Source: an optimization exercise on an open RTL-to-GDS flow (aim: small area, a short achievable clock period and few clock cycles per item). Production flows keep margins and buffers that such runs may drop.
Function was checked by simulation only, so behaviour that the tests miss may differ from the original.

## cpu_top
module cpu_top
(
    input  wire         clk,
    input  wire         rst_n,
    input  wire  [15:0] mem,
    input  wire  [15:0] in,
    output logic        we,
    output logic [5:0]  addr,
    output logic [15:0] data,
    output logic [15:0] out,
    output logic [5:0]  pc,
    output logic        status
);
Size in the first run: ~1300 cells after synthesis.
export LEC_CHECK = 0
export ABC_AREA = 1
export CAP_MARGIN = 20
export CORE_MARGIN = 2
export CORE_UTILIZATION = 75
export SLEW_MARGIN = 20
create_clock -name core_clock -period 36.0 [get_ports {clk}]
standard.sh (not shown) runs the stock make flow with config.mk's settings and CLKGATE_MAP_FILE= SYNTH_SCRIPT=/design/flow/synth_recipe.tcl, a recipe that flattens the netlist after the stock synthesis.
==> flow/flow/run.sh <==
#!/bin/bash
# The standard layout (the standard.sh: unchanged synthesis and steps)
# with two choices of cells:
#  - port buffers: plain buf_2 instead of the clock delay buffer that
#    buffer_ports picks by default;
#  - clock tree: clkbuf_8 buffers at the leaves (clkbuf_16 at the root) and
#    no dummy loads, instead of clkbuf_16 everywhere.
set -euo pipefail
export BUFFER_PORTS_ARGS="-buffer_cell sky130_fd_sc_hd__buf_2"
export CTS_ARGS="-sink_clustering_enable -repair_clock_nets -dont_use_dummy_load -buf_list sky130_fd_sc_hd__clkbuf_8 -root_buf sky130_fd_sc_hd__clkbuf_16"
bash standard.sh > standard_sh.log 2>&1
Testbench counts at the start, summed over its fixed seeds: cycles 28,082, instrs 5,006.
==> next run, changes <==
==> flow/run.sh (new file) <==
#!/bin/bash
# synth_recipe.tcl (not shown) runs the flow's synth.tcl, then flattens the netlist and writes it again
# the make line also repeats each setting of config.mk as NAME=value (left out here)
make -C /OpenROAD-flow-scripts/flow DESIGN_CONFIG=/design/flow/config.mk WORK_HOME=/design/flow/orfs CLKGATE_MAP_FILE= SYNTH_SCRIPT=/design/flow/synth_recipe.tcl finish
- CTS_BUF_LIST: not set -> sky130_fd_sc_hd__clkbuf_8
removed: flow/flow/run.sh
removed: flow/standard.sh
Result:
- synthesized area does not change
- worst hold slack gets worse by 4.9 ps
- critical path depth does not change
- utilization came out higher by 4.0 points
- maximum frequency came out lower by 6.2%
- non-clock buffer count came out lower by 2
- via count came out lower by 0.78%
- clock-buffer cell count came out higher by 1
- final cell count came out higher by 0.78%
- cell area came out higher by 4.8%
==> next run, changes <==
==> flow/flow/run.sh (new file) <==
#!/bin/bash
# The standard layout (the standard.sh: unchanged synthesis and steps)
# with two choices of cells:
#  - port buffers: plain buf_2 instead of the clock delay buffer that
#    buffer_ports picks by default;
#  - clock tree: clkbuf_8 buffers at the leaves (clkbuf_16 at the root) and
#    no dummy loads, instead of clkbuf_16 everywhere.
set -euo pipefail
export BUFFER_PORTS_ARGS="-buffer_cell sky130_fd_sc_hd__buf_2"
export CTS_ARGS="-sink_clustering_enable -repair_clock_nets -dont_use_dummy_load -buf_list sky130_fd_sc_hd__clkbuf_8 -root_buf sky130_fd_sc_hd__clkbuf_16"
bash standard.sh > standard_sh.log 2>&1
==> flow/standard.sh (new file) <==
#!/bin/bash
# synth_recipe.tcl (not shown) runs the flow's synth.tcl, then flattens the netlist and writes it again
# the make line also repeats each setting of config.mk as NAME=value (left out here)
make -C /OpenROAD-flow-scripts/flow DESIGN_CONFIG=/design/flow/config.mk WORK_HOME=/design/flow/orfs CLKGATE_MAP_FILE= SYNTH_SCRIPT=/design/flow/synth_recipe.tcl "${@:-finish}"
- CORE_UTILIZATION: 75 -> 80
- CTS_BUF_LIST: sky130_fd_sc_hd__clkbuf_8 -> not set
removed: flow/run.sh
Outcome: The new run finished clean; wire length is about the same; global-route usage increases by 2.0 points; via count increases by 0.52%; die area decreases by 6.0%; area after synthesis stays the same; core utilization increases by 0.65 points; synthesized cell count is unchanged; worst hold slack improves by 4.3 ps; cell count decreases by 2.6%.


cpu_top, a different RTL version from the one above (not shown whole).
For scale: about 1,300 cells after synthesis, roughly 130 flip-flops, ~80 I/O pins.
// cpu_top
module cpu_top
(
    input  wire         clk,
    input  wire         rst_n,
    input  wire  [15:0] mem,
    input  wire  [15:0] in,
    output logic        we,
    output logic [5:0]  addr,
    output logic [15:0] data,
    output logic [15:0] out,
    output logic [5:0]  pc,
    output logic        status
);
    localparam logic [3:0] T_NONE  = 4'd0;
    localparam logic [3:0] T_INSTR = 4'd1;   
    localparam logic [3:0] T_VY    = 4'd2;   
    localparam logic [3:0] T_VZ    = 4'd3;   
    localparam logic [3:0] T_DST   = 4'd4;   
    localparam logic [3:0] T_SHOW  = 4'd5;   
    localparam logic [3:0] T_PY    = 4'd6;   
    localparam logic [3:0] T_PZ    = 4'd7;   
    localparam logic [3:0] T_PS    = 4'd8;   
    localparam logic [3:0] T_FY    = 4'd9;   
    localparam logic [3:0] T_FX    = 4'd10;  
    localparam logic [1:0] CU_NONE = 2'd0;
    localparam logic [1:0] CU_ADD  = 2'd1;
    localparam logic [1:0] CU_MUL  = 2'd2;
    localparam logic [1:0] CU_DIV  = 2'd3;
    logic [3:0]  itag;       
  ...
==> flow/config.mk <==
export PLATFORM = sky130hd
export DESIGN_NAME = cpu_top
export DESIGN_NICKNAME = cpu_top
export VERILOG_FILES = /design/flow/design.v
export SDC_FILE = /design/flow/constraint.sdc
export NUM_CORES = 4
export LEC_CHECK = 0
export ABC_AREA = 1
export CAP_MARGIN = 20
export CORE_MARGIN = 2
export CORE_UTILIZATION = 40
export SLEW_MARGIN = 20
==> flow/constraint.sdc <==
create_clock -name core_clock -period 36.0 [get_ports {clk}]
set_input_delay 7.2000 -clock core_clock [delete_from_list [all_inputs] [get_ports {clk}]]
set_output_delay 7.2000 -clock core_clock [all_outputs]
set_load 0.01 [all_outputs]
==> flow/flow/run.sh <==
#!/bin/bash
# The standard layout (the standard.sh: unchanged synthesis and steps)
# with two choices of cells:
#  - port buffers: plain buf_2 instead of the clock delay buffer that
#    buffer_ports picks by default;
#  - clock tree: clkbuf_8 buffers at the leaves (clkbuf_16 at the root) and
#    no dummy loads, instead of clkbuf_16 everywhere.
set -euo pipefail
export BUFFER_PORTS_ARGS="-buffer_cell sky130_fd_sc_hd__buf_2"
export CTS_ARGS="-sink_clustering_enable -repair_clock_nets -dont_use_dummy_load -buf_list sky130_fd_sc_hd__clkbuf_8 -root_buf sky130_fd_sc_hd__clkbuf_16"
bash standard.sh > standard_sh.log 2>&1
Testbench counts at the start, summed over its fixed seeds: cycles 28,922, instrs 5,006.
==> next run, changes <==
- CORE_UTILIZATION: 40 -> 80
After rerunning: Routed wire length hardly moves; clock skew goes down by 0.0035 ns; area after synthesis is unchanged; die area fell by about 50%; design area shrinks by about 2.2%; utilization rose by 44 points; sequential cell count is unchanged; sequential share of layout area climbs by 0.66 points; global-route usage climbs by 25 points; setup slack is better by 0.053 ns.
==> next run, changes <==
- CORE_UTILIZATION: 80 -> 70
After rerunning: The new run passed the timing, design-rule and antenna checks. Routed wire length goes down by a little under a tenth. Area after synthesis does not change. Hold slack hardly moves. Non-clock buffer count goes down by 1. Clock skew goes down by 0.0067 ns. Die area goes up by roughly a tenth. Fmax goes down slightly.


Setup of run D:
cpu_top, a different RTL version from the one above (not shown whole).
Size in the first run: about 1300 cells after synthesis, ~130 flip-flops, roughly 9300 µm² of cells after synthesis.
export LEC_CHECK = 0
export ABC_AREA = 1
export CAP_MARGIN = 20
export CORE_MARGIN = 2
export CORE_UTILIZATION = 80
export SLEW_MARGIN = 20
create_clock -name core_clock -period 36.0 [get_ports {clk}]
Scripts as last shown in full above: flow/flow/run.sh
Testbench counts of run D, summed over its fixed seeds: cycles 28,540, instrs 5,006.
The inputs of run M differ from those of run D as listed below.
- CORE_UTILIZATION changed from 80 to 70
==> summary.txt <==
- Detailed placer's ending HPWL delta (run M − run D): favourable
- Clock network area share: run M vs run D, no meaningful difference
- Final instance count without filler cells in run M vs run D: up 34
- Compared with run D, run M degrades final hold slack.
- For the via count of the first global-routing pass, run M came in 7.6% lower than run D did.
- Status: final cycle utilization of the critical path parity (run M, run D)
- In the flow results for run D and run M, the routed length on met1 is smaller on run D.
- Run comparison: run D uppermost layer routed met4; run M uppermost layer routed met5
- The clock period minus final worst setup slack in run M sits 40 ps above the value recorded for run D.

## static timing again, ports no longer ideal
Ports are ideal in the flow. The routed layouts listed here were re-timed in OpenROAD. Step 1 assumes that a clkbuf_16 drives the clock port and a buf_2 every other input. Step 2 times the ports against the registers' clock, not the clock port: input delays grow and output delays shrink by t, the midpoint of the rising clock arrivals with the driver on. Three values: no drivers, after step 1, after step 2; two values: the first two.
| run | shift t [ns] | slack for setup (ns) | worst setup path at the end | clock arrival spread, ns |
|---|---|---|---|---|
| the first run of note 1 | 0.417 | 27.705 / 27.657 / 27.302 | input to register | 0.034 / 0.033 |
| the second run of note 1 | 0.518 | 27.156 / 27.118 / 26.737 | input to register | 0.014 / 0.014 |
| the third run of note 1 | 0.411 | 27.642 / 27.637 / 27.232 | input to register | 0.042 / 0.042 |
| the first run of note 2 | 0.409 | 27.617 / 27.570 / 27.341 | input to register | 0.031 / 0.031 |
| the second run of note 2 | 0.409 | 27.670 / 27.623 / 27.341 | input to register | 0.027 / 0.028 |
| the third run of note 2 | 0.406 | 27.644 / 27.600 / 27.504 | input to register | 0.021 / 0.021 |
| run D | 0.417 | 27.647 / 27.606 / 27.415 | input to register | 0.025 / 0.025 |
| run M | 0.412 | 27.608 / 27.562 / 27.500 | input to register | 0.026 / 0.026 |
After both steps setup and hold are still met in every run listed. The setup slack of the second run of note 1, which loses most, moves by -0.038 ns with the drivers and by -0.419 ns with both steps.
